Source: an optimization exercise on an open RTL-to-GDS flow (aim: small area, a short achievable clock period and few clock cycles per item). Production flows keep margins and buffers that such runs may drop.
The RTL was checked by simulation tests, not by an equivalence proof against the original design.
No activity file was given, so power comes from the tool's default toggle rates.

==> design.v <==
`default_nettype none
package dtd_pkg;
   localparam int SAMPLE_W    = 16;
   localparam int SUM_W       = 41;
   localparam int LVL_W       = 32;
   localparam int ALPHA_W     = 16;
   localparam int RATIO_W     = 16;
   localparam int SILENCE_W   = 24;
   localparam int CSR_DATA_W  = 24;
   localparam int CSR_IDX_W   = 2;
   localparam logic [ALPHA_W-1:0]   ALPHA_RESET   = 16'd58982;
   localparam logic [RATIO_W-1:0]   RATIO_RESET   = 16'd128;
   localparam logic [SILENCE_W-1:0] SILENCE_RESET = 24'd11;
endpackage
`default_nettype wire
`default_nettype none
module dtd_fa (
   input  wire logic a,
   input  wire logic b,
   input  wire logic c,
   output logic      s,
   output logic      co
);
   assign s  = a ^ b ^ c;
   assign co = (a & b) | (a & c) | (b & c);
endmodule
module dtd_ha (
   input  wire logic a,
   input  wire logic b,
   output logic      s,
   output logic      co
);
   assign s  = a ^ b;
   assign co = a & b;
endmodule
module dtd_sq_tree (
   input  wire logic [14:0] y,
   input  wire logic        s,
   input  wire logic [40:0] a,
   input  wire logic [19:0]  ci,
   output logic [40:0]      o,
   output logic [19:0]       co
);
   wire sv = s;
   wire dg_0 = y[0];
   wire dg_1 = y[1];
   wire dg_2 = y[2];
   wire dg_3 = y[3];
   wire dg_4 = y[4];
   wire dg_5 = y[5];
   wire dg_6 = y[6];
   wire dg_7 = y[7];
   wire dg_8 = y[8];
   wire dg_9 = y[9];
   wire dg_10 = y[10];
   wire dg_11 = y[11];
   wire dg_12 = y[12];
   wire dg_13 = y[13];
   wire dg_14 = y[14];
   wire pp_0_1 = y[0] & y[1];
   wire pp_0_2 = y[0] & y[2];
   wire pp_0_3 = y[0] & y[3];
   wire pp_0_4 = y[0] & y[4];
   wire pp_0_5 = y[0] & y[5];
   wire pp_0_6 = y[0] & y[6];
   wire pp_0_7 = y[0] & y[7];
   wire pp_0_8 = y[0] & y[8];
   wire pp_0_9 = y[0] & y[9];
   wire pp_0_10 = y[0] & y[10];
   wire pp_0_11 = y[0] & y[11];
   wire pp_0_12 = y[0] & y[12];
   wire pp_0_13 = y[0] & y[13];
   wire pp_0_14 = y[0] & y[14];
   wire pp_1_2 = y[1] & y[2];
   wire pp_1_3 = y[1] & y[3];
   wire pp_1_4 = y[1] & y[4];
   wire pp_1_5 = y[1] & y[5];
   wire pp_1_6 = y[1] & y[6];
   wire pp_1_7 = y[1] & y[7];
   wire pp_1_8 = y[1] & y[8];
   wire pp_1_9 = y[1] & y[9];
   wire pp_1_10 = y[1] & y[10];
   wire pp_1_11 = y[1] & y[11];
   wire pp_1_12 = y[1] & y[12];
   wire pp_1_13 = y[1] & y[13];
   wire pp_1_14 = y[1] & y[14];
   wire pp_2_3 = y[2] & y[3];
   wire pp_2_4 = y[2] & y[4];
   wire pp_2_5 = y[2] & y[5];
   wire pp_2_6 = y[2] & y[6];
   wire pp_2_7 = y[2] & y[7];
   wire pp_2_8 = y[2] & y[8];
   wire pp_2_9 = y[2] & y[9];
   wire pp_2_10 = y[2] & y[10];
   wire pp_2_11 = y[2] & y[11];
   wire pp_2_12 = y[2] & y[12];
   wire pp_2_13 = y[2] & y[13];
   wire pp_2_14 = y[2] & y[14];
   wire pp_3_4 = y[3] & y[4];
   wire pp_3_5 = y[3] & y[5];
   wire pp_3_6 = y[3] & y[6];
   wire pp_3_7 = y[3] & y[7];
   wire pp_3_8 = y[3] & y[8];
   wire pp_3_9 = y[3] & y[9];
   wire pp_3_10 = y[3] & y[10];
   wire pp_3_11 = y[3] & y[11];
   wire pp_3_12 = y[3] & y[12];
   wire pp_3_13 = y[3] & y[13];
   wire pp_3_14 = y[3] & y[14];
   wire pp_4_5 = y[4] & y[5];
   wire pp_4_6 = y[4] & y[6];
   wire pp_4_7 = y[4] & y[7];
   wire pp_4_8 = y[4] & y[8];
   wire pp_4_9 = y[4] & y[9];
   wire pp_4_10 = y[4] & y[10];
   wire pp_4_11 = y[4] & y[11];
   wire pp_4_12 = y[4] & y[12];
   wire pp_4_13 = y[4] & y[13];
   wire pp_4_14 = y[4] & y[14];
   wire pp_5_6 = y[5] & y[6];
   wire pp_5_7 = y[5] & y[7];
   wire pp_5_8 = y[5] & y[8];
   wire pp_5_9 = y[5] & y[9];
   wire pp_5_10 = y[5] & y[10];
   wire pp_5_11 = y[5] & y[11];
   wire pp_5_12 = y[5] & y[12];
   wire pp_5_13 = y[5] & y[13];
   wire pp_5_14 = y[5] & y[14];
   wire pp_6_7 = y[6] & y[7];
   wire pp_6_8 = y[6] & y[8];
   wire pp_6_9 = y[6] & y[9];
   wire pp_6_10 = y[6] & y[10];
   wire pp_6_11 = y[6] & y[11];
   wire pp_6_12 = y[6] & y[12];
   wire pp_6_13 = y[6] & y[13];
   wire pp_6_14 = y[6] & y[14];
   wire pp_7_8 = y[7] & y[8];
   wire pp_7_9 = y[7] & y[9];
   wire pp_7_10 = y[7] & y[10];
   wire pp_7_11 = y[7] & y[11];
   wire pp_7_12 = y[7] & y[12];
   wire pp_7_13 = y[7] & y[13];
   wire pp_7_14 = y[7] & y[14];
   wire pp_8_9 = y[8] & y[9];
   wire pp_8_10 = y[8] & y[10];
   wire pp_8_11 = y[8] & y[11];
   wire pp_8_12 = y[8] & y[12];
   wire pp_8_13 = y[8] & y[13];
   wire pp_8_14 = y[8] & y[14];
   wire pp_9_10 = y[9] & y[10];
   wire pp_9_11 = y[9] & y[11];
   wire pp_9_12 = y[9] & y[12];
   wire pp_9_13 = y[9] & y[13];
   wire pp_9_14 = y[9] & y[14];
   wire pp_10_11 = y[10] & y[11];
   wire pp_10_12 = y[10] & y[12];
   wire pp_10_13 = y[10] & y[13];
   wire pp_10_14 = y[10] & y[14];
   wire pp_11_12 = y[11] & y[12];
   wire pp_11_13 = y[11] & y[13];
   wire pp_11_14 = y[11] & y[14];
   wire pp_12_13 = y[12] & y[13];
   wire pp_12_14 = y[12] & y[14];
   wire pp_13_14 = y[13] & y[14];
   wire cr_0 = s & y[0];
   wire cr_1 = s & y[1];
   wire cr_2 = s & y[2];
   wire cr_3 = s & y[3];
   wire cr_4 = s & y[4];
   wire cr_5 = s & y[5];
   wire cr_6 = s & y[6];
   wire cr_7 = s & y[7];
   wire cr_8 = s & y[8];
   wire cr_9 = s & y[9];
   wire cr_10 = s & y[10];
   wire cr_11 = s & y[11];
   wire cr_12 = s & y[12];
   wire cr_13 = s & y[13];
   wire cr_14 = s & y[14];
   wire n1, n2;
   dtd_ha u_n1 (.a(pp_0_11), .b(pp_1_10), .s(n1), .co(n2));
   wire n3, n4;
   dtd_fa u_n3 (.a(pp_0_13), .b(pp_1_12), .c(pp_2_11), .s(n3), .co(n4));
   wire n5, n6;
   dtd_ha u_n5 (.a(pp_0_14), .b(pp_1_13), .s(n5), .co(n6));
   wire n7, n8;
   dtd_fa u_n7 (.a(pp_1_14), .b(pp_2_13), .c(pp_3_12), .s(n7), .co(n8));
   wire n9, n10;
   dtd_ha u_n9 (.a(pp_0_5), .b(pp_1_4), .s(n9), .co(n10));
   wire n11, n12;
   dtd_fa u_n11 (.a(pp_0_7), .b(pp_1_6), .c(pp_2_5), .s(n11), .co(n12));
   wire n13, n14;
   dtd_ha u_n13 (.a(pp_0_8), .b(pp_1_7), .s(n13), .co(n14));
   wire n15, n16;
   dtd_fa u_n15 (.a(pp_0_9), .b(pp_1_8), .c(pp_2_7), .s(n15), .co(n16));
   wire n17, n18;
   dtd_fa u_n17 (.a(pp_3_6), .b(pp_4_5), .c(dg_5), .s(n17), .co(n18));
   wire n19, n20;
   dtd_fa u_n19 (.a(pp_0_10), .b(pp_1_9), .c(pp_2_8), .s(n19), .co(n20));
   wire n21, n22;
   dtd_ha u_n21 (.a(pp_3_7), .b(pp_4_6), .s(n21), .co(n22));
   wire n23, n24;
   dtd_fa u_n23 (.a(n1), .b(pp_2_9), .c(pp_3_8), .s(n23), .co(n24));
   wire n25, n26;
   dtd_fa u_n25 (.a(pp_4_7), .b(pp_5_6), .c(dg_6), .s(n25), .co(n26));
   wire n27, n28;
   dtd_ha u_n27 (.a(cr_11), .b(a[12]), .s(n27), .co(n28));
   wire n29, n30;
   dtd_fa u_n29 (.a(n2), .b(pp_0_12), .c(pp_1_11), .s(n29), .co(n30));
   wire n31, n32;
   dtd_fa u_n31 (.a(pp_2_10), .b(pp_3_9), .c(pp_4_8), .s(n31), .co(n32));
   wire n33, n34;
   dtd_fa u_n33 (.a(pp_5_7), .b(cr_12), .c(a[13]), .s(n33), .co(n34));
   wire n35, n36;
   dtd_fa u_n35 (.a(n3), .b(pp_3_10), .c(pp_4_9), .s(n35), .co(n36));
   wire n37, n38;
   dtd_fa u_n37 (.a(pp_5_8), .b(pp_6_7), .c(dg_7), .s(n37), .co(n38));
   wire n39, n40;
   dtd_fa u_n39 (.a(cr_13), .b(a[14]), .c(ci[6]), .s(n39), .co(n40));
   wire n41, n42;
   dtd_fa u_n41 (.a(n4), .b(n5), .c(pp_2_12), .s(n41), .co(n42));
   wire n43, n44;
   dtd_fa u_n43 (.a(pp_3_11), .b(pp_4_10), .c(pp_5_9), .s(n43), .co(n44));
   wire n45, n46;
   dtd_fa u_n45 (.a(pp_6_8), .b(cr_14), .c(a[15]), .s(n45), .co(n46));
   wire n47, n48;
   dtd_fa u_n47 (.a(n6), .b(n7), .c(pp_4_11), .s(n47), .co(n48));
   wire n49, n50;
   dtd_fa u_n49 (.a(pp_5_10), .b(pp_6_9), .c(pp_7_8), .s(n49), .co(n50));
   wire n51, n52;
   dtd_fa u_n51 (.a(dg_8), .b(a[16]), .c(ci[7]), .s(n51), .co(n52));
   wire n53, n54;
   dtd_fa u_n53 (.a(n8), .b(pp_2_14), .c(pp_3_13), .s(n53), .co(n54));
   wire n55, n56;
   dtd_fa u_n55 (.a(pp_4_12), .b(pp_5_11), .c(pp_6_10), .s(n55), .co(n56));
   wire n57, n58;
   dtd_ha u_n57 (.a(pp_7_9), .b(a[17]), .s(n57), .co(n58));
   wire n59, n60;
   dtd_fa u_n59 (.a(pp_3_14), .b(pp_4_13), .c(pp_5_12), .s(n59), .co(n60));
   wire n61, n62;
   dtd_fa u_n61 (.a(pp_6_11), .b(pp_7_10), .c(pp_8_9), .s(n61), .co(n62));
   wire n63, n64;
   dtd_fa u_n63 (.a(dg_9), .b(a[18]), .c(ci[8]), .s(n63), .co(n64));
   wire n65, n66;
   dtd_fa u_n65 (.a(pp_4_14), .b(pp_5_13), .c(pp_6_12), .s(n65), .co(n66));
   wire n67, n68;
   dtd_ha u_n67 (.a(pp_7_11), .b(pp_8_10), .s(n67), .co(n68));
   wire n69, n70;
   dtd_fa u_n69 (.a(pp_5_14), .b(pp_6_13), .c(pp_7_12), .s(n69), .co(n70));
   wire n71, n72;
   dtd_fa u_n71 (.a(pp_8_11), .b(pp_9_10), .c(dg_10), .s(n71), .co(n72));
   wire n73, n74;
   dtd_ha u_n73 (.a(pp_6_14), .b(pp_7_13), .s(n73), .co(n74));
   wire n75, n76;
   dtd_fa u_n75 (.a(pp_7_14), .b(pp_8_13), .c(pp_9_12), .s(n75), .co(n76));
   wire n77, n78;
   dtd_ha u_n77 (.a(pp_0_1), .b(dg_1), .s(n77), .co(n78));
   wire n79, n80;
   dtd_fa u_n79 (.a(pp_0_3), .b(pp_1_2), .c(dg_2), .s(n79), .co(n80));
   wire n81, n82;
   dtd_ha u_n81 (.a(pp_0_4), .b(pp_1_3), .s(n81), .co(n82));
   wire n83, n84;
   dtd_fa u_n83 (.a(n9), .b(pp_2_3), .c(dg_3), .s(n83), .co(n84));
   wire n85, n86;
   dtd_ha u_n85 (.a(cr_5), .b(a[6]), .s(n85), .co(n86));
   wire n87, n88;
   dtd_fa u_n87 (.a(n10), .b(pp_0_6), .c(pp_1_5), .s(n87), .co(n88));
   wire n89, n90;
   dtd_fa u_n89 (.a(pp_2_4), .b(cr_6), .c(a[7]), .s(n89), .co(n90));
   wire n91, n92;
   dtd_fa u_n91 (.a(n11), .b(pp_3_4), .c(dg_4), .s(n91), .co(n92));
   wire n93, n94;
   dtd_fa u_n93 (.a(cr_7), .b(a[8]), .c(ci[3]), .s(n93), .co(n94));
   wire n95, n96;
   dtd_fa u_n95 (.a(n12), .b(n13), .c(pp_2_6), .s(n95), .co(n96));
   wire n97, n98;
   dtd_fa u_n97 (.a(pp_3_5), .b(cr_8), .c(a[9]), .s(n97), .co(n98));
   wire n99, n100;
   dtd_fa u_n99 (.a(n14), .b(n15), .c(n17), .s(n99), .co(n100));
   wire n101, n102;
   dtd_fa u_n101 (.a(cr_9), .b(a[10]), .c(ci[4]), .s(n101), .co(n102));
   wire n103, n104;
   dtd_fa u_n103 (.a(n16), .b(n18), .c(n19), .s(n103), .co(n104));
   wire n105, n106;
   dtd_fa u_n105 (.a(n21), .b(cr_10), .c(a[11]), .s(n105), .co(n106));
   wire n107, n108;
   dtd_fa u_n107 (.a(n20), .b(n22), .c(n23), .s(n107), .co(n108));
   wire n109, n110;
   dtd_fa u_n109 (.a(n25), .b(n27), .c(ci[5]), .s(n109), .co(n110));
   wire n111, n112;
   dtd_fa u_n111 (.a(n24), .b(n26), .c(n28), .s(n111), .co(n112));
   wire n113, n114;
   dtd_fa u_n113 (.a(n29), .b(n31), .c(n33), .s(n113), .co(n114));
   wire n115, n116;
   dtd_fa u_n115 (.a(n30), .b(n32), .c(n34), .s(n115), .co(n116));
   wire n117, n118;
   dtd_fa u_n117 (.a(n35), .b(n37), .c(n39), .s(n117), .co(n118));
   wire n119, n120;
   dtd_fa u_n119 (.a(n36), .b(n38), .c(n40), .s(n119), .co(n120));
   wire n121, n122;
   dtd_fa u_n121 (.a(n41), .b(n43), .c(n45), .s(n121), .co(n122));
   wire n123, n124;
   dtd_fa u_n123 (.a(n42), .b(n44), .c(n46), .s(n123), .co(n124));
   wire n125, n126;
   dtd_fa u_n125 (.a(n47), .b(n49), .c(n51), .s(n125), .co(n126));
   wire n127, n128;
   dtd_fa u_n127 (.a(n48), .b(n50), .c(n52), .s(n127), .co(n128));
   wire n129, n130;
   dtd_fa u_n129 (.a(n53), .b(n55), .c(n57), .s(n129), .co(n130));
   wire n131, n132;
   dtd_fa u_n131 (.a(n54), .b(n56), .c(n58), .s(n131), .co(n132));
   wire n133, n134;
   dtd_fa u_n133 (.a(n59), .b(n61), .c(n63), .s(n133), .co(n134));
   wire n135, n136;
   dtd_fa u_n135 (.a(n60), .b(n62), .c(n64), .s(n135), .co(n136));
   wire n137, n138;
   dtd_fa u_n137 (.a(n65), .b(n67), .c(a[19]), .s(n137), .co(n138));
   wire n139, n140;
   dtd_fa u_n139 (.a(n66), .b(n68), .c(n69), .s(n139), .co(n140));
   wire n141, n142;
   dtd_fa u_n141 (.a(n71), .b(a[20]), .c(ci[9]), .s(n141), .co(n142));
   wire n143, n144;
   dtd_fa u_n143 (.a(n70), .b(n72), .c(n73), .s(n143), .co(n144));
   wire n145, n146;
   dtd_fa u_n145 (.a(pp_8_12), .b(pp_9_11), .c(a[21]), .s(n145), .co(n146));
   wire n147, n148;
   dtd_fa u_n147 (.a(n74), .b(n75), .c(pp_10_11), .s(n147), .co(n148));
   wire n149, n150;
   dtd_fa u_n149 (.a(dg_11), .b(a[22]), .c(ci[10]), .s(n149), .co(n150));
   wire n151, n152;
   dtd_fa u_n151 (.a(n76), .b(pp_8_14), .c(pp_9_13), .s(n151), .co(n152));
   wire n153, n154;
   dtd_ha u_n153 (.a(pp_10_12), .b(a[23]), .s(n153), .co(n154));
   wire n155, n156;
   dtd_fa u_n155 (.a(pp_9_14), .b(pp_10_13), .c(pp_11_12), .s(n155), .co(n156));
   wire n157, n158;
   dtd_fa u_n157 (.a(dg_12), .b(a[24]), .c(ci[11]), .s(n157), .co(n158));
   wire n159, n160;
   dtd_ha u_n159 (.a(pp_10_14), .b(pp_11_13), .s(n159), .co(n160));
   wire n161, n162;
   dtd_fa u_n161 (.a(pp_11_14), .b(pp_12_13), .c(dg_13), .s(n161), .co(n162));
   wire n163, n164;
   dtd_ha u_n163 (.a(n77), .b(cr_1), .s(n163), .co(n164));
   wire n165, n166;
   dtd_fa u_n165 (.a(n78), .b(pp_0_2), .c(cr_2), .s(n165), .co(n166));
   wire n167, n168;
   dtd_fa u_n167 (.a(n79), .b(cr_3), .c(a[4]), .s(n167), .co(n168));
   wire n169, n170;
   dtd_fa u_n169 (.a(n80), .b(n81), .c(cr_4), .s(n169), .co(n170));
   wire n171, n172;
   dtd_fa u_n171 (.a(n82), .b(n83), .c(n85), .s(n171), .co(n172));
   wire n173, n174;
   dtd_fa u_n173 (.a(n84), .b(n86), .c(n87), .s(n173), .co(n174));
   wire n175, n176;
   dtd_fa u_n175 (.a(n88), .b(n90), .c(n91), .s(n175), .co(n176));
   wire n177, n178;
   dtd_fa u_n177 (.a(n92), .b(n94), .c(n95), .s(n177), .co(n178));
   wire n179, n180;
   dtd_fa u_n179 (.a(n96), .b(n98), .c(n99), .s(n179), .co(n180));
   wire n181, n182;
   dtd_fa u_n181 (.a(n100), .b(n102), .c(n103), .s(n181), .co(n182));
   wire n183, n184;
   dtd_fa u_n183 (.a(n104), .b(n106), .c(n107), .s(n183), .co(n184));
   wire n185, n186;
   dtd_fa u_n185 (.a(n108), .b(n110), .c(n111), .s(n185), .co(n186));
   wire n187, n188;
   dtd_fa u_n187 (.a(n112), .b(n114), .c(n115), .s(n187), .co(n188));
   wire n189, n190;
   dtd_fa u_n189 (.a(n116), .b(n118), .c(n119), .s(n189), .co(n190));
   wire n191, n192;
   dtd_fa u_n191 (.a(n120), .b(n122), .c(n123), .s(n191), .co(n192));
   wire n193, n194;
   dtd_fa u_n193 (.a(n124), .b(n126), .c(n127), .s(n193), .co(n194));
   wire n195, n196;
   dtd_fa u_n195 (.a(n128), .b(n130), .c(n131), .s(n195), .co(n196));
   wire n197, n198;
   dtd_fa u_n197 (.a(n132), .b(n134), .c(n135), .s(n197), .co(n198));
   wire n199, n200;
   dtd_fa u_n199 (.a(n136), .b(n138), .c(n139), .s(n199), .co(n200));
   wire n201, n202;
   dtd_fa u_n201 (.a(n140), .b(n142), .c(n143), .s(n201), .co(n202));
   wire n203, n204;
   dtd_fa u_n203 (.a(n144), .b(n146), .c(n147), .s(n203), .co(n204));
   wire n205, n206;
   dtd_fa u_n205 (.a(n148), .b(n150), .c(n151), .s(n205), .co(n206));
   wire n207, n208;
   dtd_fa u_n207 (.a(n152), .b(n154), .c(n155), .s(n207), .co(n208));
   wire n209, n210;
   dtd_fa u_n209 (.a(n156), .b(n158), .c(n159), .s(n209), .co(n210));
   wire n211, n212;
   dtd_fa u_n211 (.a(n160), .b(n161), .c(a[26]), .s(n211), .co(n212));
   wire n213, n214;
   dtd_ha u_n213 (.a(n162), .b(pp_12_14), .s(n213), .co(n214));
   wire n215, n216;
   dtd_fa u_n215 (.a(pp_13_14), .b(dg_14), .c(a[28]), .s(n215), .co(n216));
   wire n217, n218;
   dtd_ha u_n217 (.a(dg_0), .b(sv), .s(n217), .co(n218));
   wire n219, n220;
   dtd_ha u_n219 (.a(cr_0), .b(a[1]), .s(n219), .co(n220));
   wire n221, n222;
   dtd_fa u_n221 (.a(n163), .b(a[2]), .c(ci[0]), .s(n221), .co(n222));
   wire n223, n224;
   dtd_fa u_n223 (.a(n164), .b(n165), .c(a[3]), .s(n223), .co(n224));
   wire n225, n226;
   dtd_fa u_n225 (.a(n166), .b(n167), .c(ci[1]), .s(n225), .co(n226));
   wire n227, n228;
   dtd_fa u_n227 (.a(n168), .b(n169), .c(a[5]), .s(n227), .co(n228));
   wire n229, n230;
   dtd_fa u_n229 (.a(n170), .b(n171), .c(ci[2]), .s(n229), .co(n230));
   wire n231, n232;
   dtd_fa u_n231 (.a(n172), .b(n173), .c(n89), .s(n231), .co(n232));
   wire n233, n234;
   dtd_fa u_n233 (.a(n174), .b(n175), .c(n93), .s(n233), .co(n234));
   wire n235, n236;
   dtd_fa u_n235 (.a(n176), .b(n177), .c(n97), .s(n235), .co(n236));
   wire n237, n238;
   dtd_fa u_n237 (.a(n178), .b(n179), .c(n101), .s(n237), .co(n238));
   wire n239, n240;
   dtd_fa u_n239 (.a(n180), .b(n181), .c(n105), .s(n239), .co(n240));
   wire n241, n242;
   dtd_fa u_n241 (.a(n182), .b(n183), .c(n109), .s(n241), .co(n242));
   wire n243, n244;
   dtd_fa u_n243 (.a(n184), .b(n185), .c(n113), .s(n243), .co(n244));
   wire n245, n246;
   dtd_fa u_n245 (.a(n186), .b(n187), .c(n117), .s(n245), .co(n246));
   wire n247, n248;
   dtd_fa u_n247 (.a(n188), .b(n189), .c(n121), .s(n247), .co(n248));
   wire n249, n250;
   dtd_fa u_n249 (.a(n190), .b(n191), .c(n125), .s(n249), .co(n250));
   wire n251, n252;
   dtd_fa u_n251 (.a(n192), .b(n193), .c(n129), .s(n251), .co(n252));
   wire n253, n254;
   dtd_fa u_n253 (.a(n194), .b(n195), .c(n133), .s(n253), .co(n254));
   wire n255, n256;
   dtd_fa u_n255 (.a(n196), .b(n197), .c(n137), .s(n255), .co(n256));
   wire n257, n258;
   dtd_fa u_n257 (.a(n198), .b(n199), .c(n141), .s(n257), .co(n258));
   wire n259, n260;
   dtd_fa u_n259 (.a(n200), .b(n201), .c(n145), .s(n259), .co(n260));
   wire n261, n262;
   dtd_fa u_n261 (.a(n202), .b(n203), .c(n149), .s(n261), .co(n262));
   wire n263, n264;
   dtd_fa u_n263 (.a(n204), .b(n205), .c(n153), .s(n263), .co(n264));
   wire n265, n266;
   dtd_fa u_n265 (.a(n206), .b(n207), .c(n157), .s(n265), .co(n266));
   wire n267, n268;
   dtd_fa u_n267 (.a(n208), .b(n209), .c(a[25]), .s(n267), .co(n268));
   wire n269, n270;
   dtd_fa u_n269 (.a(n210), .b(n211), .c(ci[12]), .s(n269), .co(n270));
   wire n271, n272;
   dtd_fa u_n271 (.a(n212), .b(n213), .c(a[27]), .s(n271), .co(n272));
   wire n273, n274;
   dtd_fa u_n273 (.a(n214), .b(n215), .c(ci[13]), .s(n273), .co(n274));
   wire n275, n276;
   dtd_ha u_n275 (.a(n216), .b(a[29]), .s(n275), .co(n276));
   wire n277, n278;
   dtd_ha u_n277 (.a(a[30]), .b(ci[14]), .s(n277), .co(n278));
   wire n279, n280;
   dtd_ha u_n279 (.a(n217), .b(a[0]), .s(n279), .co(n280));
   wire n281, n282;
   dtd_fa u_n281 (.a(n218), .b(n219), .c(n280), .s(n281), .co(n282));
   wire n283, n284;
   dtd_ha u_n283 (.a(n220), .b(n221), .s(n283), .co(n284));
   wire n285, n286;
   dtd_fa u_n285 (.a(n222), .b(n223), .c(n284), .s(n285), .co(n286));
   wire n287, n288;
   dtd_ha u_n287 (.a(n224), .b(n225), .s(n287), .co(n288));
   wire n289, n290;
   dtd_fa u_n289 (.a(n226), .b(n227), .c(n288), .s(n289), .co(n290));
   wire n291, n292;
   dtd_ha u_n291 (.a(n228), .b(n229), .s(n291), .co(n292));
   wire n293, n294;
   dtd_fa u_n293 (.a(n230), .b(n231), .c(n292), .s(n293), .co(n294));
   wire n295, n296;
   dtd_ha u_n295 (.a(n232), .b(n233), .s(n295), .co(n296));
   wire n297, n298;
   dtd_fa u_n297 (.a(n234), .b(n235), .c(n296), .s(n297), .co(n298));
   wire n299, n300;
   dtd_ha u_n299 (.a(n236), .b(n237), .s(n299), .co(n300));
   wire n301, n302;
   dtd_fa u_n301 (.a(n238), .b(n239), .c(n300), .s(n301), .co(n302));
   wire n303, n304;
   dtd_ha u_n303 (.a(n240), .b(n241), .s(n303), .co(n304));
   wire n305, n306;
   dtd_fa u_n305 (.a(n242), .b(n243), .c(n304), .s(n305), .co(n306));
   wire n307, n308;
   dtd_ha u_n307 (.a(n244), .b(n245), .s(n307), .co(n308));
   wire n309, n310;
   dtd_fa u_n309 (.a(n246), .b(n247), .c(n308), .s(n309), .co(n310));
   wire n311, n312;
   dtd_ha u_n311 (.a(n248), .b(n249), .s(n311), .co(n312));
   wire n313, n314;
   dtd_fa u_n313 (.a(n250), .b(n251), .c(n312), .s(n313), .co(n314));
   wire n315, n316;
   dtd_ha u_n315 (.a(n252), .b(n253), .s(n315), .co(n316));
   wire n317, n318;
   dtd_fa u_n317 (.a(n254), .b(n255), .c(n316), .s(n317), .co(n318));
   wire n319, n320;
   dtd_ha u_n319 (.a(n256), .b(n257), .s(n319), .co(n320));
   wire n321, n322;
   dtd_fa u_n321 (.a(n258), .b(n259), .c(n320), .s(n321), .co(n322));
   wire n323, n324;
   dtd_ha u_n323 (.a(n260), .b(n261), .s(n323), .co(n324));
   wire n325, n326;
   dtd_fa u_n325 (.a(n262), .b(n263), .c(n324), .s(n325), .co(n326));
   wire n327, n328;
   dtd_ha u_n327 (.a(n264), .b(n265), .s(n327), .co(n328));
   wire n329, n330;
   dtd_fa u_n329 (.a(n266), .b(n267), .c(n328), .s(n329), .co(n330));
   wire n331, n332;
   dtd_ha u_n331 (.a(n268), .b(n269), .s(n331), .co(n332));
   wire n333, n334;
   dtd_fa u_n333 (.a(n270), .b(n271), .c(n332), .s(n333), .co(n334));
   wire n335, n336;
   dtd_ha u_n335 (.a(n272), .b(n273), .s(n335), .co(n336));
   wire n337, n338;
   dtd_fa u_n337 (.a(n274), .b(n275), .c(n336), .s(n337), .co(n338));
   wire n339, n340;
   dtd_ha u_n339 (.a(n276), .b(n277), .s(n339), .co(n340));
   wire n341, n342;
   dtd_fa u_n341 (.a(n278), .b(a[31]), .c(n340), .s(n341), .co(n342));
   wire n343, n344;
   dtd_ha u_n343 (.a(a[32]), .b(ci[15]), .s(n343), .co(n344));
   wire n345, n346;
   dtd_ha u_n345 (.a(a[33]), .b(n344), .s(n345), .co(n346));
   wire n347, n348;
   dtd_ha u_n347 (.a(a[34]), .b(ci[16]), .s(n347), .co(n348));
   wire n349, n350;
   dtd_ha u_n349 (.a(a[35]), .b(n348), .s(n349), .co(n350));
   wire n351, n352;
   dtd_ha u_n351 (.a(a[36]), .b(ci[17]), .s(n351), .co(n352));
   wire n353, n354;
   dtd_ha u_n353 (.a(a[37]), .b(n352), .s(n353), .co(n354));
   wire n355, n356;
   dtd_ha u_n355 (.a(a[38]), .b(ci[18]), .s(n355), .co(n356));
   wire n357, n358;
   dtd_ha u_n357 (.a(a[39]), .b(n356), .s(n357), .co(n358));
   wire n359, n360;
   dtd_ha u_n359 (.a(a[40]), .b(ci[19]), .s(n359), .co(n360));
   assign o = {n359, n357, n355, n353, n351, n349, n347, n345, n343, n341, n339, n337, n335, n333, n331, n329, n327, n325, n323, n321, n319, n317, n315, n313, n311, n309, n307, n305, n303, n301, n299, n297, n295, n293, n291, n289, n287, n285, n283, n281, n279};
   assign co = {n358, n354, n350, n346, n342, n338, n334, n330, n326, n322, n318, n314, n310, n306, n302, n298, n294, n290, n286, n282};
endmodule
module dtd_resolve (
   input  wire logic [40:0] a,
   input  wire logic [19:0]  c,
   output logic [40:0]      r
);
   logic [20:0] cin;
   assign cin[0] = 1'b0;
   assign cin[1] = c[0] | (cin[0] & (&a[1:0]));
   assign cin[2] = c[1] | (cin[1] & (&a[3:2]));
   assign cin[3] = c[2] | (cin[2] & (&a[5:4]));
   assign cin[4] = c[3] | (cin[3] & (&a[7:6]));
   assign cin[5] = c[4] | (cin[4] & (&a[9:8]));
   assign cin[6] = c[5] | (cin[5] & (&a[11:10]));
   assign cin[7] = c[6] | (cin[6] & (&a[13:12]));
   assign cin[8] = c[7] | (cin[7] & (&a[15:14]));
   assign cin[9] = c[8] | (cin[8] & (&a[17:16]));
   assign cin[10] = c[9] | (cin[9] & (&a[19:18]));
   assign cin[11] = c[10] | (cin[10] & (&a[21:20]));
   assign cin[12] = c[11] | (cin[11] & (&a[23:22]));
   assign cin[13] = c[12] | (cin[12] & (&a[25:24]));
   assign cin[14] = c[13] | (cin[13] & (&a[27:26]));
   assign cin[15] = c[14] | (cin[14] & (&a[29:28]));
   assign cin[16] = c[15] | (cin[15] & (&a[31:30]));
   assign cin[17] = c[16] | (cin[16] & (&a[33:32]));
   assign cin[18] = c[17] | (cin[17] & (&a[35:34]));
   assign cin[19] = c[18] | (cin[18] & (&a[37:36]));
   assign cin[20] = c[19] | (cin[19] & (&a[39:38]));
   assign r[1:0] = a[1:0];
   assign r[3:2] = a[3:2] + 2'(cin[1]);
   assign r[5:4] = a[5:4] + 2'(cin[2]);
   assign r[7:6] = a[7:6] + 2'(cin[3]);
   assign r[9:8] = a[9:8] + 2'(cin[4]);
   assign r[11:10] = a[11:10] + 2'(cin[5]);
   assign r[13:12] = a[13:12] + 2'(cin[6]);
   assign r[15:14] = a[15:14] + 2'(cin[7]);
   assign r[17:16] = a[17:16] + 2'(cin[8]);
   assign r[19:18] = a[19:18] + 2'(cin[9]);
   assign r[21:20] = a[21:20] + 2'(cin[10]);
   assign r[23:22] = a[23:22] + 2'(cin[11]);
   assign r[25:24] = a[25:24] + 2'(cin[12]);
   assign r[27:26] = a[27:26] + 2'(cin[13]);
   assign r[29:28] = a[29:28] + 2'(cin[14]);
   assign r[31:30] = a[31:30] + 2'(cin[15]);
   assign r[33:32] = a[33:32] + 2'(cin[16]);
   assign r[35:34] = a[35:34] + 2'(cin[17]);
   assign r[37:36] = a[37:36] + 2'(cin[18]);
   assign r[39:38] = a[39:38] + 2'(cin[19]);
   assign r[40:40] = a[40:40] + 1'(cin[20]);
endmodule
`default_nettype wire
`default_nettype none
module dtd_div4 (
   input  wire logic [10:0] rem,
   input  wire logic [1:0]  nxt,
   input  wire logic [10:0] d,
   input  wire logic [12:0] d3,
   output logic [10:0]      rem_o,
   output logic [1:0]       q_o
);
   logic [12:0] t;
   logic [13:0] c1, c2, c3;
   assign t  = {rem, nxt};
   assign c1 = {1'b0, t} - {3'b0, d};
   assign c2 = {1'b0, t} - {2'b0, d, 1'b0};
   assign c3 = {1'b0, t} - {1'b0, d3};
   always_comb begin
      if (!c3[13]) begin
         q_o   = 2'd3;
         rem_o = c3[10:0];
      end else if (!c2[13]) begin
         q_o   = 2'd2;
         rem_o = c2[10:0];
      end else if (!c1[13]) begin
         q_o   = 2'd1;
         rem_o = c1[10:0];
      end else begin
         q_o   = 2'd0;
         rem_o = t[10:0];
      end
   end
endmodule
`default_nettype wire
`default_nettype none
module double_talk_detector_unit (
   input  wire logic         clock,
   input  wire logic         reset,
   input  wire logic         req_valid,
   output logic              req_ready,
   input  wire logic [15:0]  req_far_sample,
   input  wire logic [15:0]  req_mic_sample,
   input  wire logic         req_frame_end,
   output logic              rsp_valid,
   input  wire logic         rsp_ready,
   output logic [1:0]        rsp_talk_state,
   output logic              rsp_adapt_hold,
   input  wire logic         csr_write_enable,
   input  wire logic [1:0]   csr_index,
   input  wire logic [23:0]  csr_write_data
);
   localparam int NB = 20;    
   localparam logic [1:0] A_IDLE = 2'd0;
   localparam logic [1:0] A_DIV  = 2'd1;
   localparam logic [1:0] A_DONE = 2'd2;
   localparam logic [2:0] B_IDLE = 3'd0;
   localparam logic [2:0] B_FAR  = 3'd1;
   localparam logic [2:0] B_MIC  = 3'd2;
   localparam logic [2:0] B_RAT  = 3'd3;
   localparam logic [2:0] B_OUT  = 3'd4;
   logic [15:0]   alpha_ff;
   logic [15:0]   ratio_ff;
   logic [23:0]   silence_ff;
   logic          ready_ff;
   logic          in_v_ff, in_last_ff;
   logic [14:0]   in_fy_ff, in_my_ff;
   logic          in_fs_ff, in_ms_ff;
   logic [9:0]    cnt_ff, dcnt_ff;
   logic          full_ff;
   logic          zap_ff;
   logic [40:0]   fsum_ff, msum_ff;
   logic [NB-1:0] fcb_ff, mcb_ff;
   logic [1:0]    a_st_ff;
   logic [3:0]    a_cnt_ff;
   logic [10:0]   div_ff;
   logic [12:0]   div3_ff;
   logic [10:0]   frem_ff, mrem_ff;
   logic [29:0]   fq_ff, mq_ff;
   logic [2:0]    b_ph_ff;
   logic [3:0]    b_j_ff;
   logic [32:0]   acc_ff;
   logic [30:0]   flvl_ff, mlvl_ff;
   logic          out_valid_ff;
   logic [1:0]    talk_ff;
   always_ff @(posedge clock) begin
      if (reset) begin
         alpha_ff   <= dtd_pkg::ALPHA_RESET;
         ratio_ff   <= dtd_pkg::RATIO_RESET;
         silence_ff <= dtd_pkg::SILENCE_RESET;
      end else if (csr_write_enable) begin
         case (csr_index)
            2'd0:    alpha_ff   <= csr_write_data[15:0];
            2'd1:    ratio_ff   <= csr_write_data[15:0];
            2'd2:    silence_ff <= csr_write_data;
            default: ;
         endcase
      end
   end
   logic          accept, keep_in, load, clr;
   logic [9:0]    cnt_in;
   logic [40:0]   fsum_in, msum_in, fsum_o, msum_o, fres, mres;
   logic [NB-1:0] fcb_in, mcb_in, fcb_o, mcb_o;
   logic          full_in;
   assign accept  = req_valid && ready_ff;
   assign cnt_in  = (in_v_ff && in_last_ff) ? 10'd0 : cnt_ff + {9'd0, in_v_ff};
   assign keep_in = accept && (req_frame_end || !(&cnt_in));
   assign clr     = load || zap_ff;
   assign fsum_in = clr ? 41'd0 : fsum_ff;
   assign msum_in = clr ? 41'd0 : msum_ff;
   assign fcb_in  = clr ? '0 : fcb_ff;
   assign mcb_in  = clr ? '0 : mcb_ff;
   dtd_sq_tree u_ftree (
      .y  (in_fy_ff),
      .s  (in_fs_ff),
      .a  (fsum_in),
      .ci (fcb_in),
      .o  (fsum_o),
      .co (fcb_o)
   );
   dtd_sq_tree u_mtree (
      .y  (in_my_ff),
      .s  (in_ms_ff),
      .a  (msum_in),
      .ci (mcb_in),
      .o  (msum_o),
      .co (mcb_o)
   );
   dtd_resolve u_fres (.a(fsum_ff), .c(fcb_ff), .r(fres));
   dtd_resolve u_mres (.a(msum_ff), .c(mcb_ff), .r(mres));
   assign full_in = (full_ff && !load) || (in_v_ff && in_last_ff);
   always_ff @(posedge clock) begin
      in_fy_ff   <= {15{keep_in}} & (req_far_sample[14:0] ^ {15{req_far_sample[15]}});
      in_fs_ff   <= keep_in & req_far_sample[15];
      in_my_ff   <= {15{keep_in}} & (req_mic_sample[14:0] ^ {15{req_mic_sample[15]}});
      in_ms_ff   <= keep_in & req_mic_sample[15];
      in_last_ff <= req_frame_end;
      fsum_ff    <= fsum_o;
      msum_ff    <= msum_o;
      fcb_ff     <= fcb_o;
      mcb_ff     <= mcb_o;
      if (in_v_ff && in_last_ff) begin
         dcnt_ff <= cnt_ff;
      end
      if (reset) begin
         in_v_ff <= 1'b0;
         cnt_ff  <= '0;
         full_ff <= 1'b0;
         zap_ff  <= 1'b1;
      end else begin
         in_v_ff <= keep_in;
         full_ff <= full_in;
         zap_ff  <= 1'b0;
         cnt_ff  <= cnt_in;
      end
   end
   logic [1:0]  a_st_in;
   logic [10:0] frem_o, mrem_o;
   logic [1:0]  fq_o, mq_o;
   logic        b_fin;
   assign load = full_ff && (a_st_ff == A_IDLE);
   dtd_div4 u_fdiv (
      .rem   (frem_ff),
      .nxt   (fq_ff[29:28]),
      .d     (div_ff),
      .d3    (div3_ff),
      .rem_o (frem_o),
      .q_o   (fq_o)
   );
   dtd_div4 u_mdiv (
      .rem   (mrem_ff),
      .nxt   (mq_ff[29:28]),
      .d     (div_ff),
      .d3    (div3_ff),
      .rem_o (mrem_o),
      .q_o   (mq_o)
   );
   always_comb begin
      a_st_in = a_st_ff;
      case (a_st_ff)
         A_IDLE:  if (full_ff) a_st_in = A_DIV;
         A_DIV:   if (a_cnt_ff == 4'd14) a_st_in = A_DONE;
         A_DONE:  if (b_fin) a_st_in = A_IDLE;
         default: a_st_in = A_IDLE;
      endcase
   end
   always_ff @(posedge clock) begin
      if (load) begin
         frem_ff  <= fres[40:30];
         fq_ff    <= fres[29:0];
         mrem_ff  <= mres[40:30];
         mq_ff    <= mres[29:0];
         div_ff   <= {1'b0, dcnt_ff} + 11'd2;
         div3_ff  <= {3'b0, dcnt_ff} + {2'b0, dcnt_ff, 1'b0} + 13'd6;
         a_cnt_ff <= '0;
      end else if (a_st_ff == A_DIV) begin
         frem_ff  <= frem_o;
         fq_ff    <= {fq_ff[27:0], fq_o};
         mrem_ff  <= mrem_o;
         mq_ff    <= {mq_ff[27:0], mq_o};
         a_cnt_ff <= a_cnt_ff + 4'd1;
      end
      if (reset) begin
         a_st_ff <= A_IDLE;
      end else begin
         a_st_ff <= a_st_in;
      end
   end
   logic [2:0]  b_ph_in;
   logic [3:0]  b_j_in;
   logic        out_free;
   logic        far_on, mic_on, hit;
   logic [1:0]  talk_new;
   typedef struct packed {
      logic yf1, yf2, ym1, ym2, yfq, ymq, yneg;
      logic xacc, xf, xm;
      logic ash, ans, ainit;
      logic wf, wm;
   } ctl_type;
   ctl_type     ctl_ff, ctl_in;
   logic [3:0]  bidx_in;
   logic [15:0] mval_in;
   logic [2:0]  trip_in;
   logic        d_one, d_two, d_neg;
   always_comb begin
      b_ph_in = b_ph_ff;
      b_j_in  = b_j_ff + 4'd1;
      case (b_ph_ff)
         B_IDLE: begin
            b_j_in = '0;
            if (a_st_ff == A_DONE) b_ph_in = B_FAR;
         end
         B_FAR, B_MIC, B_RAT: begin
            if (b_j_ff == 4'd10) begin
               b_j_in  = '0;
               b_ph_in = (b_ph_ff == B_FAR) ? B_MIC :
                         (b_ph_ff == B_MIC) ? B_RAT : B_OUT;
            end
         end
         B_OUT: begin
            b_j_in = '0;
            if (out_free) b_ph_in = B_IDLE;
         end
         default: begin
            b_j_in  = '0;
            b_ph_in = B_IDLE;
         end
      endcase
   end
   always_comb begin
      mval_in = (b_ph_in == B_RAT) ? ratio_ff : alpha_ff;
      bidx_in = (b_ph_in == B_RAT && b_j_in > 4'd5) ? b_j_in - 4'd2 : b_j_in - 4'd1;
      case (bidx_in)
         4'd0:    trip_in = {mval_in[1], mval_in[0], 1'b0};
         4'd1:    trip_in = mval_in[3:1];
         4'd2:    trip_in = mval_in[5:3];
         4'd3:    trip_in = mval_in[7:5];
         4'd4:    trip_in = mval_in[9:7];
         4'd5:    trip_in = mval_in[11:9];
         4'd6:    trip_in = mval_in[13:11];
         4'd7:    trip_in = mval_in[15:13];
         default: trip_in = {2'b00, mval_in[15]};
      endcase
      d_one = (trip_in == 3'b001) || (trip_in == 3'b010) ||
              (trip_in == 3'b101) || (trip_in == 3'b110);
      d_two = (trip_in == 3'b011) || (trip_in == 3'b100);
      d_neg = trip_in[2] && (trip_in != 3'b111);
      ctl_in = '0;
      case (b_ph_in)
         B_FAR, B_MIC: begin
            if (b_j_in == 4'd0) begin
               ctl_in.yfq  = (b_ph_in == B_FAR);
               ctl_in.ymq  = (b_ph_in == B_MIC);
               ctl_in.yneg = 1'b1;
               ctl_in.xf   = (b_ph_in == B_FAR);
               ctl_in.xm   = (b_ph_in == B_MIC);
               ctl_in.wf   = (b_ph_in == B_FAR);
               ctl_in.wm   = (b_ph_in == B_MIC);
            end else if (b_j_in == 4'd10) begin
               ctl_in.yfq  = (b_ph_in == B_FAR);
               ctl_in.ymq  = (b_ph_in == B_MIC);
               ctl_in.xacc = 1'b1;
               ctl_in.wf   = (b_ph_in == B_FAR);
               ctl_in.wm   = (b_ph_in == B_MIC);
            end else begin
               ctl_in.yf1  = d_one && (b_ph_in == B_FAR);
               ctl_in.yf2  = d_two && (b_ph_in == B_FAR);
               ctl_in.ym1  = d_one && (b_ph_in == B_MIC);
               ctl_in.ym2  = d_two && (b_ph_in == B_MIC);
               ctl_in.yneg = d_neg;
               ctl_in.xacc = (b_j_in != 4'd1);
               ctl_in.ash  = (b_j_in != 4'd9);
               ctl_in.ans  = (b_j_in == 4'd9);
            end
         end
         B_RAT: begin
            if (b_j_in == 4'd0) begin
               ctl_in.ainit = 1'b1;
            end else if (b_j_in == 4'd5) begin
               ctl_in.ym1  = 1'b1;
               ctl_in.yneg = 1'b1;
               ctl_in.xacc = 1'b1;
               ctl_in.ans  = 1'b1;
            end else begin
               ctl_in.yf1  = d_one;
               ctl_in.yf2  = d_two;
               ctl_in.yneg = d_neg;
               ctl_in.xacc = 1'b1;
               ctl_in.ash  = (b_j_in != 4'd10);
               ctl_in.ans  = (b_j_in == 4'd10);
            end
         end
         default: ;
      endcase
   end
   logic [33:0] xop, ysel, yop, sum;
   assign xop  = ({34{ctl_ff.xacc}} & {acc_ff[32], acc_ff}) |
                 ({34{ctl_ff.xf}} & {{3{flvl_ff[30]}}, flvl_ff}) |
                 ({34{ctl_ff.xm}} & {{3{mlvl_ff[30]}}, mlvl_ff});
   assign ysel = ({34{ctl_ff.yf1}} & {{3{flvl_ff[30]}}, flvl_ff}) |
                 ({34{ctl_ff.yf2}} & {{2{flvl_ff[30]}}, flvl_ff, 1'b0}) |
                 ({34{ctl_ff.ym1}} & {{3{mlvl_ff[30]}}, mlvl_ff}) |
                 ({34{ctl_ff.ym2}} & {{2{mlvl_ff[30]}}, mlvl_ff, 1'b0}) |
                 ({34{ctl_ff.yfq}} & {4'd0, fq_ff}) |
                 ({34{ctl_ff.ymq}} & {4'd0, mq_ff});
   assign yop  = ysel ^ {34{ctl_ff.yneg}};
   assign sum  = xop + yop + {33'd0, ctl_ff.yneg};
   assign b_fin    = (b_ph_ff == B_MIC) && (b_j_ff == 4'd10);
   assign out_free = !out_valid_ff || rsp_ready;
   assign far_on   = (flvl_ff[29:0] > {6'd0, silence_ff});
   assign mic_on   = (mlvl_ff[29:0] > {6'd0, silence_ff});
   assign hit      = acc_ff[32];
   assign talk_new = (far_on && mic_on && hit) ? 2'd3 :
                     far_on ? 2'd1 :
                     mic_on ? 2'd2 : 2'd0;
   always_ff @(posedge clock) begin
      if (reset) begin
         ctl_ff <= '0;
      end else begin
         ctl_ff <= ctl_in;
      end
      if (ctl_ff.ainit) begin
         acc_ff <= {17'd0, ratio_ff};
      end else if (ctl_ff.ash) begin
         acc_ff <= {sum[33], sum[33:2]};
      end else if (ctl_ff.ans) begin
         acc_ff <= sum[32:0];
      end
      if (reset) begin
         flvl_ff <= '0;
         mlvl_ff <= '0;
      end else begin
         if (ctl_ff.wf) flvl_ff <= sum[30:0];
         if (ctl_ff.wm) mlvl_ff <= sum[30:0];
      end
      if (reset) begin
         b_ph_ff      <= B_IDLE;
         b_j_ff       <= '0;
         out_valid_ff <= 1'b0;
      end else begin
         b_ph_ff <= b_ph_in;
         b_j_ff  <= b_j_in;
         if (b_ph_ff == B_OUT && out_free) begin
            out_valid_ff <= 1'b1;
            talk_ff      <= talk_new;
         end else if (rsp_ready) begin
            out_valid_ff <= 1'b0;
         end
      end
   end
   assign rsp_valid      = out_valid_ff;
   assign rsp_talk_state = talk_ff;
   assign rsp_adapt_hold = talk_ff[1];
   logic full1, idle1, full2, idle2;
   assign full1 = full_in;
   assign idle1 = (a_st_in == A_IDLE);
   assign full2 = (full1 && !idle1) || (keep_in && req_frame_end);
   assign idle2 = (idle1 && !full1) ||
                  (b_ph_in == B_MIC && b_j_in == 4'd10);
   always_ff @(posedge clock) begin
      if (reset) begin
         ready_ff <= 1'b1;
      end else begin
         ready_ff <= !(full2 && !idle2);
      end
   end
   assign req_ready = ready_ff;
endmodule
`default_nettype wire
==> flow/run.sh <==
#!/bin/bash
# The standard layout, with timing repair aiming below the clock period:
# repair_timing works to a setup slack of MARGIN ns at the design's clock.
set -euo pipefail
MARGIN=${MARGIN:-6.5}
bash standard.sh finish SETUP_SLACK_MARGIN=$MARGIN > flow.log 2>&1
==> standard.sh <==
#!/bin/bash
# synth_recipe.tcl (not shown) runs the flow's synth.tcl, then flattens the netlist and writes it again
# the make line also repeats each setting of config.mk as NAME=value (left out here)
make -C /OpenROAD-flow-scripts/flow DESIGN_CONFIG=/design/flow/config.mk WORK_HOME=/design/flow/orfs CLKGATE_MAP_FILE= SYNTH_SCRIPT=/design/flow/synth_recipe.tcl "${@:-finish}"
==> config.mk <==
export PLATFORM = sky130hd
export DESIGN_NAME = double_talk_detector_unit
export DESIGN_NICKNAME = double_talk_detector_unit
export VERILOG_FILES = /design/flow/design.v
export SDC_FILE = /design/flow/constraint.sdc
export NUM_CORES = 4
export LEC_CHECK = 0
export ABC_CLOCK_PERIOD_IN_PS = 3500
export CAP_MARGIN = 20
export CORE_MARGIN = 2
export CORE_UTILIZATION = 40
export PLACE_DENSITY = 0.6
export SLEW_MARGIN = 20
export SYNTH_HIERARCHICAL = 1
==> constraint.sdc <==
create_clock -name core_clock -period 10.0 [get_ports {clock}]
set_input_delay 2.0000 -clock core_clock [delete_from_list [all_inputs] [get_ports {clock}]]
set_output_delay 2.0000 -clock core_clock [all_outputs]
set_load 0.01 [all_outputs]
==> load_flow_metrics.sql <==
INSERT INTO impl_metrics (metric_group, metric, value, unit) VALUES
('floorplan', 'floorplan.initialDensity', '0.403', ''),
('placement', 'dp_cells', '4858', ''),
('detailed_routing', 'route.detailed.wl_per_inst', '20.5', 'µm'),
('min_path', 'holdCritPathClass', 'reg2reg', ''),
('cts', 'numClockSinks', '463', ''),
('cells_and_area', 'register_area', '0.0107', 'mm²'),
('cells_and_area', 'post_route_cells_drive_above_1_share', '0.207', ''),
('floorplan', 'design.die.area', '0.0962', 'mm²'),
('detailed_routing', 'vias', '28293', ''),
('floorplan', 'die_width', '310', 'µm'),
('cells_and_area', 'layout_overhead_on_the_synthesized_area', '14.8', '%'),
('detailed_routing', 'drt-initial-drc-count', '2313', ''),
('floorplan', 'core', '0.0930', 'mm²'),
('placement', 'buffers_added_on_ports', '68', ''),
('detailed_routing', 'drc_errors', '0', ''),
('floorplan', 'die_h', '310', 'µm'),
('synthesis', 'syn_area', '0.0375', 'mm²'),
('cts', 'clock_tree_from_tritoncts', 'done', ''),
('power', 'p_per_area', '137', 'mW/mm²'),
('power', 'static-leakage-power', '0.0183', 'µW'),
('placement', 'dpl.hpwl', '72.8', 'mm'),
('sta', 'layout_worst_path_cycle_share', '0.380', ''),
('critical_path', 'startpoint_type', 'register', ''),
('job', 'drv.max_cap_violation_count', '0', ''),
('cts', 'tritoncts.num_buffers', '56', ''),
('critical_path', 'worst-setup-path-type', 'reg2reg', ''),
('sta', 'slew-limit-headroom', '0.216', ''),
('critical_path', 'end_kind', 'register', ''),
('cells_and_area', 'fill_cells', '8794', ''),
('sta', 'final-setup-viol-count', '0', ''),
('status', 'run_status', 'finished clean', ''),
('global_routing', 'grt_first_pass_wirelength', '160', 'mm'),
('sta', 'fin_tns_setup', '0', 'ns'),
('synthesis', 'synth_enable_flop_cells', '132', ''),
('placement', 'gp_routability_congestion', '0.888', ''),
('synthesis', 'synth_flop_cell', 'sky130_fd_sc_hd__dfxtp_1', ''),
('cts', 'clk_latency', '0.64', 'ns'),
('cells_and_area', 'stdcell_count', '5089', ''),
('sta', 'worst_slew_pin_slew', '1.17', 'ns'),
('global_routing', 'antenna_found_initial', '0', ''),
('synthesis', 'ys_seq_area_frac', '0.282', ''),
('global_routing', 'first_global_vias', '27526', ''),
('sta', 'worst_setup_skew_after_layout', '0.0321', 'ns'),
('floorplan', 'io_pins', '69', ''),
('synthesis', 'yosys.cell_types.count', '97', ''),
('synthesis', 'netlist_instances', '3813', ''),
('detailed_routing', 'drt_pass1_iterations', '7', ''),
('detailed_routing', 'postRouteAntennaNets', '0', ''),
('placement', 'preCtsSetupSlack', '5.29', 'ns'),
('critical_path', 'timing.critical_path.fanout_max', '7', ''),
('sta', 'layout_setup_ws', '6.20', 'ns'),
('floorplan', 'floorplan.rows', '112', ''),
('power', 'power.ir.vdd_worst', '0.132', 'mV'),
('critical_path', 'worst_ep_required_time', '10.57', 'ns'),
('cells_and_area', 'multiInputGateArea', '0.0258', 'mm²'),
('sta', 'timing.final.max_slew_violations', '0', ''),
('critical_path', 'arrival', '4.37', 'ns'),
('cts', 'cts-root-to-sink-buffers', '3', ''),
('cts', 'path_clk_slew', '0.06', 'ns'),
('cells_and_area', 'antenna_cells_inserted', '0', ''),
('cts', 'root_buf_cell', 'sky130_fd_sc_hd__clkbuf_16', ''),
('synthesis', 'yosys_warnings', '8', ''),
('global_routing', 'globalRoute.totalOverflow', '0', ''),
('cells_and_area', 'layout.nets', '4437', ''),
('sta', 'timing.final.hold_violations', '0', ''),
('synthesis', 'share_of_synthesized_registers_carrying_an_async_set_or_reset', '0', ''),
('global_routing', 'largest_net_degree_at_the_start_of_global_routing', '82', ''),
('global_routing', 'grt_util_all_layers', '0.212', ''),
('sta', 'finalWorstPathRequiredPeriod', '3.80', 'ns'),
('sta', 'grt_setup_unrepaired', 'yes', ''),
('detailed_routing', 'avgViaCountPerCell', '5.56', ''),
('synthesis', 'post_synth.cell_area_avg', '9.83', 'µm²'),
('sta', 'maxClockFrequency', '0.263', 'GHz'),
('synthesis', 'synth_seq_cells', '463', ''),
('detailed_routing', 'wirelength', '104', 'mm'),
('cts', 'h_tree_depth_reported_by_cts', '2', '');
[layer usage]
metal / vias up / share of wire / GRT usage
met5: - / 0 / 0
met4: 0 / 0.024 / 0.0491
met3: 168 / 0.051 / 0.0228
met2: 852 / 0.47 / 0.351
met1: 13996 / 0.45 / 0.297
li1: 13277 / - / -
[report_power, final]
group | internal (µW) | switching, µW
registers | 2150 | 270
clock network | 1170 | 882
logic | 709 | 736
[registers in the layout, summed over array words and instances, names as in the netlist, 11 cells and up]
name	cells
acc_ff	33
ctl_ff	13
mrem_ff	11
mcb_ff	20
fq_ff	30
mq_ff	30
fcb_ff	20
frem_ff	11
ratio_ff	16
msum_ff	41
mlvl_ff	31
in_fy_ff	15
div3_ff	12
flvl_ff	31
in_my_ff	15
fsum_ff	41
alpha_ff	16
silence_ff	24
[synthesized netlist by cell type, drive strengths merged (74+ instances only)]
cell | instances | area, µm²
a21oi | 174 | 871
a22oi | 94 | 706
and2 | 376 | 2410
buf | 194 | 1510
clkbuf | 109 | 409
dfxtp | 331 | 6630
edfxtp | 132 | 3960
fa | 278 | 5570
ha | 308 | 3850
inv | 170 | 638
mux2 | 85 | 957
nand2 | 263 | 987
nand3 | 83 | 415
nor2 | 221 | 830
o21ai | 87 | 443
xnor2 | 108 | 953
xor2 | 74 | 648
[worst max-delay path, stage by stage, from the launching register on]
cell and delay, ns:
sky130_fd_sc_hd__dfxtp_4 0.35, sky130_fd_sc_hd__nor3b_4 0.26, sky130_fd_sc_hd__buf_12 0.15, sky130_fd_sc_hd__nor2_4 0.04, sky130_fd_sc_hd__buf_12 0.15, sky130_fd_sc_hd__buf_12 0.14, sky130_fd_sc_hd__buf_16 0.13, sky130_fd_sc_hd__and2_4 0.15
sky130_fd_sc_hd__fa_2 0.33, sky130_fd_sc_hd__fa_2 0.54, sky130_fd_sc_hd__fa_2 0.44, sky130_fd_sc_hd__fa_2 0.35, sky130_fd_sc_hd__ha_2 0.19, sky130_fd_sc_hd__fa_2 0.51
[kinds of logic (layout without fill, tap and decap cells)]
kind of cell	count (synthesis)	in the layout	synth area share
other cells	1	2	0.000100
fa+ha+maj	586	586	0.251
buf+inv	473	494	0.0681
flops	463	463	0.282
simple gates	1195	1195	0.168
xor+xnor	182	182	0.0427
compound gates	758	758	0.143
mux	155	155	0.0452
[through the flow]
stage / power [µW] / cell area, µm² / utilization / hold WS [ns]
floorplan: 3620 / 37900 / - / 0.408
global placement: 3760 / 38400 / 0.412 / 0.439
detailed placement: 3790 / 38400 / 0.412 / 0.447
CTS: 5930 / 41500 / 0.446 / 0.456
global route: 6240 / 43100 / 0.463 / 0.460
finish: 5910 / 43100 / 0.463 / 0.442
[path summary, 6_finish.rpt]
path | to | slack [ns] | cells past startpoint | startpoint
worst max-delay path | msum_ff[19] | 6.20 | 13 | a_st_ff[0]
worst min-delay path | dcnt_ff[8] | 0.44 | 0 | cnt_ff[8]
worst max register to register | msum_ff[19] | 6.20 | 13 | a_st_ff[0]
worst min register to register | dcnt_ff[8] | 0.44 | 0 | cnt_ff[8]
[Yosys stat by module (local to each module, per instance)]
module                     cells inside  flops+latches  area, µm²  times used
dtd_fa                                1              0       20.0         270
dtd_sq_tree                         197              0       1410           2
double_talk_detector_unit          2281            463      22300           1
dtd_resolve                         109              0        860           2
dtd_ha                                1              0       12.5          90
dtd_div4                            280              0       2050           2
[layout make-up]
cell class / instances / area share
clock inverter: 28 / 0.00558
clock buffer: 78 / 0.0369
multi-input combinational: 2878 / 0.600
inverter: 170 / 0.0150
timing repair buffer: 218 / 0.0575
tap: 1254 / 0.0364
sequential: 463 / 0.249
[cells in the final DEF, fill, tap and decap left out, types with 17 or more instances in the layout]
cell type,Yosys,final
sky130_fd_sc_hd__and2_1,334,300
sky130_fd_sc_hd__dfxtp_1,331,287
sky130_fd_sc_hd__ha_1,308,269
sky130_fd_sc_hd__nand2_1,263,262
sky130_fd_sc_hd__nor2_1,221,216
sky130_fd_sc_hd__inv_1,168,164
sky130_fd_sc_hd__fa_1,278,164
sky130_fd_sc_hd__a21oi_1,174,159
sky130_fd_sc_hd__edfxtp_1,132,132
sky130_fd_sc_hd__fa_2,0,114
sky130_fd_sc_hd__buf_4,131,97
sky130_fd_sc_hd__xnor2_1,107,93
sky130_fd_sc_hd__mux2_2,85,85
sky130_fd_sc_hd__nand3_1,83,76
sky130_fd_sc_hd__a22oi_1,94,74
sky130_fd_sc_hd__xor2_1,74,71
sky130_fd_sc_hd__o21ai_0,78,67
sky130_fd_sc_hd__clkbuf_16,0,66
sky130_fd_sc_hd__mux2i_1,67,63
sky130_fd_sc_hd__clkdlybuf4s50_1,0,62
sky130_fd_sc_hd__a21o_1,55,53
sky130_fd_sc_hd__nand2b_1,40,40
sky130_fd_sc_hd__a211oi_1,48,39
sky130_fd_sc_hd__and2_2,38,38
sky130_fd_sc_hd__and2_4,3,37
sky130_fd_sc_hd__nor3_1,40,36
sky130_fd_sc_hd__nand3b_1,32,32
sky130_fd_sc_hd__nand4_1,31,31
sky130_fd_sc_hd__a222oi_1,30,30
sky130_fd_sc_hd__o21a_1,31,29
sky130_fd_sc_hd__dfxtp_4,0,28
sky130_fd_sc_hd__nor2b_1,27,27
sky130_fd_sc_hd__a31oi_1,28,27
sky130_fd_sc_hd__ha_2,0,23
sky130_fd_sc_hd__a22oi_2,0,20
sky130_fd_sc_hd__o21bai_1,19,19
sky130_fd_sc_hd__o211ai_1,17,17
[timing repair]
item | CTS | global route
hold endpoints to repair | 0 | 0
gates cloned | 10 | 8
setup endpoints to repair | 172 | 110
buffers inserted | 50 | 57
resized for setup | 194 | 218
hold buffers | 0 | 0
pin swaps | 77 | 134
Testbench counts, summed over its fixed seeds: cycles 29,390, items 384.

port drivers added, routing unchanged:
No port has a modelled driver above. Below, the same layout with a new extraction and two added sets of constraints.
Step 1 assumes that a clkbuf_16 drives the clock port and a buf_2 every other input.
Step 2, shift: input delay + t, output delay - t, t = (earliest + latest rising clock arrival at the registers) / 2. This alone moves slack from input paths to output paths.
a / b / c = ideal / step 1 / step 2; a / b = the first two.
t (ns): 0.698
setup slack, ns: 6.199 / 6.199 / 6.121
clock arrival spread, ns: 0.032 / 0.032
worst data-port slew with drivers (ns): 0.07
cell pins on the clock port's net: 1
After both steps setup and hold are still met in this run. The setup slack of this run moves by 0.000 ns with the drivers and by -0.078 ns with both steps.
